Context: an optimization exercise on an open-source flow, tuned for small area and a short achievable clock period. The choices shown serve that exercise and are no tape-out recipe. In this exercise RTL edits were held to simulation tests only and were not proved equivalent to the original. No activity file was given, so power comes from the tool's default toggle rates.

// dmem_wbuf
module dmem_wbuf #(
  parameter int DEPTH = 4,
  parameter int AW    = 6
) (
  input  logic                       clk,
  input  logic                       reset,
  input  logic                       MemWrite,
  input  logic                       MemRead,
  input  logic [31:0]                DataAdr,
  input  logic [31:0]                WriteData,
  output logic [31:0]                ReadData,
  output logic                       Stall,
  output logic                       Empty,
  output logic [$clog2(DEPTH):0]     BufCount
);
Size: ~3900 cells after synthesis, roughly 79000 um2 of cells after synthesis.
clock: 7.0 ns
lec_check: 0
cap_margin: 20
core_aspect_ratio: 1.27
core_margin: 2
core_utilization: 66
setup_slack_margin: 2.6
slew_margin: 20
synth_hierarchical: 1
synth_minimum_keep_size: 0
standard.sh (not shown) runs the stock make flow with config.mk's settings and CLKGATE_MAP_FILE= SYNTH_SCRIPT=/design/flow/synth_recipe.tcl, a recipe that flattens the netlist after the stock synthesis.
==> flow/flow/run.sh <==
#!/bin/bash
# Layout flow: the standard synthesis, then the standard ORFS steps with
# hooks that place the memory as two bit-column arrays (place_array.tcl), put
# the data pins next to their columns (pins.tcl), release most of the array
# and set starting drive strengths after global placement (post_gpl.tcl), and
# release the rest before detailed routing (route_pre.tcl). Clock tree
# synthesis uses smaller leaf buffers over smaller clusters and no dummy loads.
set -euo pipefail
W=$PWD
F=$W/flow
bash standard.sh synth > $W/synth.log 2>&1
bash standard.sh \
  PRE_GLOBAL_PLACE_SKIP_IO_TCL=$F/place_array.tcl \
  PRE_IO_PLACEMENT_TCL=$F/pins.tcl \
  POST_GLOBAL_PLACE_TCL=$F/post_gpl.tcl \
  PRE_DETAIL_ROUTE_TCL=$F/route_pre.tcl \
  "GLOBAL_PLACEMENT_ARGS=-overflow 0.2" \
  "CTS_ARGS=-sink_clustering_enable -repair_clock_nets -sink_clustering_size 18 -sink_clustering_max_diameter 50 -dont_use_dummy_load -buf_list sky130_fd_sc_hd__clkbuf_8" \
  finish > $W/layout.log 2>&1
Other scripts of this flow, unchanged in this note and not shown: flow/flow/pins.tcl, flow/flow/place_array.tcl, flow/flow/post_gpl.tcl, flow/flow/route_pre.tcl
Edit:
--- a/flow/design.v
+++ b/flow/design.v
@@ -27,37 +27,23 @@
   logic [31:0] wDat;
   assign idx      = DataAdr[7:2];
   assign full     = count[2];
   assign Empty    = (count == 3'd0);
   assign BufCount = count;
   assign Stall    = MemWrite & full;
   assign alloc    = MemWrite & ~full;
   assign drain    = ~Empty & ~MemRead & reset;
-  always_comb
-    for (int i = 0; i < 4; i++) m[i] = (adrQ[i] == idx);
-  logic [3:0] eqA, eqB, hitB;
-  logic [1:0] zA, zB;
-  logic       noHitB;
-  for (genvar i = 0; i < 4; i++) begin : g_hit
-    logic [5:0] x;
-    for (genvar k = 0; k < 6; k++) begin : g_x
-      dmem_wbuf_xnor2 ux (.a(adrQ[i][k]), .b(idx[k]), .y(x[k]));
+  always_comb begin
+    for (int i = 0; i < 4; i++) begin
+      m[i]   = (adrQ[i] == idx);
+      hit[i] = vld[i] & ~shd[i] & m[i];
     end
-    dmem_wbuf_nand4 ua  (.a(x[0]), .b(x[1]), .c(x[2]), .d(vld[i] & ~shd[i]), .y(eqA[i]));
-    dmem_wbuf_nand3 ub  (.a(x[3]), .b(x[4]), .c(x[5]), .y(eqB[i]));
-    dmem_wbuf_nor2  uh  (.a(eqA[i]), .b(eqB[i]), .y(hit[i]));
-    dmem_wbuf_nor2  uhb (.a(eqA[i]), .b(eqB[i]), .y(hitB[i]));
+    noHit = ~|hit;
   end
-  dmem_wbuf_oai22 uz0  (.a0(eqA[0]), .a1(eqB[0]), .b0(eqA[1]), .b1(eqB[1]), .y(zA[0]));
-  dmem_wbuf_oai22 uz1  (.a0(eqA[2]), .a1(eqB[2]), .b0(eqA[3]), .b1(eqB[3]), .y(zA[1]));
-  dmem_wbuf_nor2  unh  (.a(zA[0]), .b(zA[1]), .y(noHit));
-  dmem_wbuf_oai22 uz0b (.a0(eqA[0]), .a1(eqB[0]), .b0(eqA[1]), .b1(eqB[1]), .y(zB[0]));
-  dmem_wbuf_oai22 uz1b (.a0(eqA[2]), .a1(eqB[2]), .b0(eqA[3]), .b1(eqB[3]), .y(zB[1]));
-  dmem_wbuf_nor2  unhb (.a(zB[0]), .b(zB[1]), .y(noHitB));
   logic [7:0]  lo, hi, loB, hiB;
   logic [63:0] selB;
   for (genvar i = 0; i < 8; i++) begin : g_pre
     if (i == 0) begin : g_k0
       dmem_wbuf_nor3  ulo (.a(idx[0]), .b(idx[1]), .c(idx[2]), .y(lo[i]));
       dmem_wbuf_nor3  ulob(.a(idx[0]), .b(idx[1]), .c(idx[2]), .y(loB[i]));
       dmem_wbuf_nor3  uhi (.a(idx[3]), .b(idx[4]), .c(idx[5]), .y(hi[i]));
       dmem_wbuf_nor3  uhib(.a(idx[3]), .b(idx[4]), .c(idx[5]), .y(hiB[i]));
@@ -102,25 +88,21 @@
     end
     dmem_wbuf_nand2 u63 (.a(ram[63*32+b]), .b(s[63]), .y(t[21]));
     dmem_wbuf_nand4 up0 (.a(t[0]),  .b(t[1]),  .c(t[2]),  .d(t[3]),  .y(p[0]));
     dmem_wbuf_nand4 up1 (.a(t[4]),  .b(t[5]),  .c(t[6]),  .d(t[7]),  .y(p[1]));
     dmem_wbuf_nand4 up2 (.a(t[8]),  .b(t[9]),  .c(t[10]), .d(t[11]), .y(p[2]));
     dmem_wbuf_nand4 up3 (.a(t[12]), .b(t[13]), .c(t[14]), .d(t[15]), .y(p[3]));
     dmem_wbuf_nand3 up4 (.a(t[16]), .b(t[17]), .c(t[18]), .y(p[4]));
     dmem_wbuf_nand3 up5 (.a(t[19]), .b(t[20]), .c(t[21]), .y(p[5]));
-    logic       nh;
-    logic [3:0] h;
-    assign nh = (b < 16) ? noHit : noHitB;
-    assign h  = (b < 16) ? hit : hitB;
-    dmem_wbuf_oai21 uq0 (.a0(p[0]), .a1(p[1]), .b(nh), .y(q[0]));
-    dmem_wbuf_oai21 uq1 (.a0(p[2]), .a1(p[3]), .b(nh), .y(q[1]));
-    dmem_wbuf_oai21 uq2 (.a0(p[4]), .a1(p[5]), .b(nh), .y(q[2]));
-    dmem_wbuf_aoi22 uf0 (.a0(datQ[0][b]), .s0(h[0]), .a1(datQ[1][b]), .s1(h[1]), .y(f[0]));
-    dmem_wbuf_aoi22 uf1 (.a0(datQ[2][b]), .s0(h[2]), .a1(datQ[3][b]), .s1(h[3]), .y(f[1]));
+    dmem_wbuf_oai21 uq0 (.a0(p[0]), .a1(p[1]), .b(noHit), .y(q[0]));
+    dmem_wbuf_oai21 uq1 (.a0(p[2]), .a1(p[3]), .b(noHit), .y(q[1]));
+    dmem_wbuf_oai21 uq2 (.a0(p[4]), .a1(p[5]), .b(noHit), .y(q[2]));
+    dmem_wbuf_aoi22 uf0 (.a0(datQ[0][b]), .s0(hit[0]), .a1(datQ[1][b]), .s1(hit[1]), .y(f[0]));
+    dmem_wbuf_aoi22 uf1 (.a0(datQ[2][b]), .s0(hit[2]), .a1(datQ[3][b]), .s1(hit[3]), .y(f[1]));
     dmem_wbuf_and2  ufa (.a(f[0]), .b(f[1]), .y(fa));
     dmem_wbuf_nand4 uo  (.a(q[0]), .b(q[1]), .c(q[2]), .d(fa), .y(ReadData[b]));
   end
   always_comb begin
     wAdr = '0;
     wDat = '0;
     for (int i = 0; i < 4; i++) begin
       wAdr = wAdr | ({6{headOH[i]}} & adrQ[i]);
@@ -192,14 +174,8 @@
   assign y = ~a & ~b & c;
 endmodule
 module dmem_wbuf_and2n (input logic an, b, c, output logic y);
   assign y = ~an & b & c;
 endmodule
 module dmem_wbuf_and2 (input logic a, b, output logic y);
   assign y = a & b;
 endmodule
-module dmem_wbuf_xnor2 (input logic a, b, output logic y);
-  assign y = ~(a ^ b);
-endmodule
-module dmem_wbuf_oai22 (input logic a0, a1, b0, b1, output logic y);
-  assign y = ~((a0 | a1) & (b0 | b1));
-endmodule
=>
- design area fell by 0.97%
- setup slack gets worse by 0.019 ns
- clock power stays flat
- clock-buffer cell count rose by 2
- wire length fell by 2.9%
- via count fell by 2.7%
- first-iteration DRC count fell by 1.1%
- core utilization fell by 0.61 points
- final cell count fell by 1.1%
- hold slack gets worse by 0.0071 ns
- flip-flop and latch count is unchanged
- sequential power barely changes
- sequential share of layout area rose by 0.73 points

## port drivers added, routing unchanged
In the flow no input, the clock included, has a driving cell. The finished layouts below were timed again as built, in two steps. Step 1 sets driving cells, clkbuf_16 on the clock port and buf_2 on the other inputs (assumed; they add their load-dependent delay and slew). Step 2 moves the port delays by t, midway between the first and last clock arrival at a register: inputs arrive t later, outputs are due t later. That takes back most of the time a late clock gives input paths. Slacks: no drivers / after step 1 / after step 2; pairs: no drivers / after step 1.
| run | t, ns | setup WS [ns] | hold slack, ns | cell pins on the clock port's net |
|---|---|---|---|---|
| the first run | 0.941 | 2.009 / 1.897 / 1.750 | 0.518 / 0.518 / 0.518 | 1 |
| the second run | 0.950 | 1.990 / 1.853 / 1.853 | 0.510 / 0.510 / 0.510 | 1 |
After both steps every run listed still meets setup and hold. The setup slack of the first run, which loses most, moves by -0.112 ns with the drivers and by -0.259 ns with both steps.
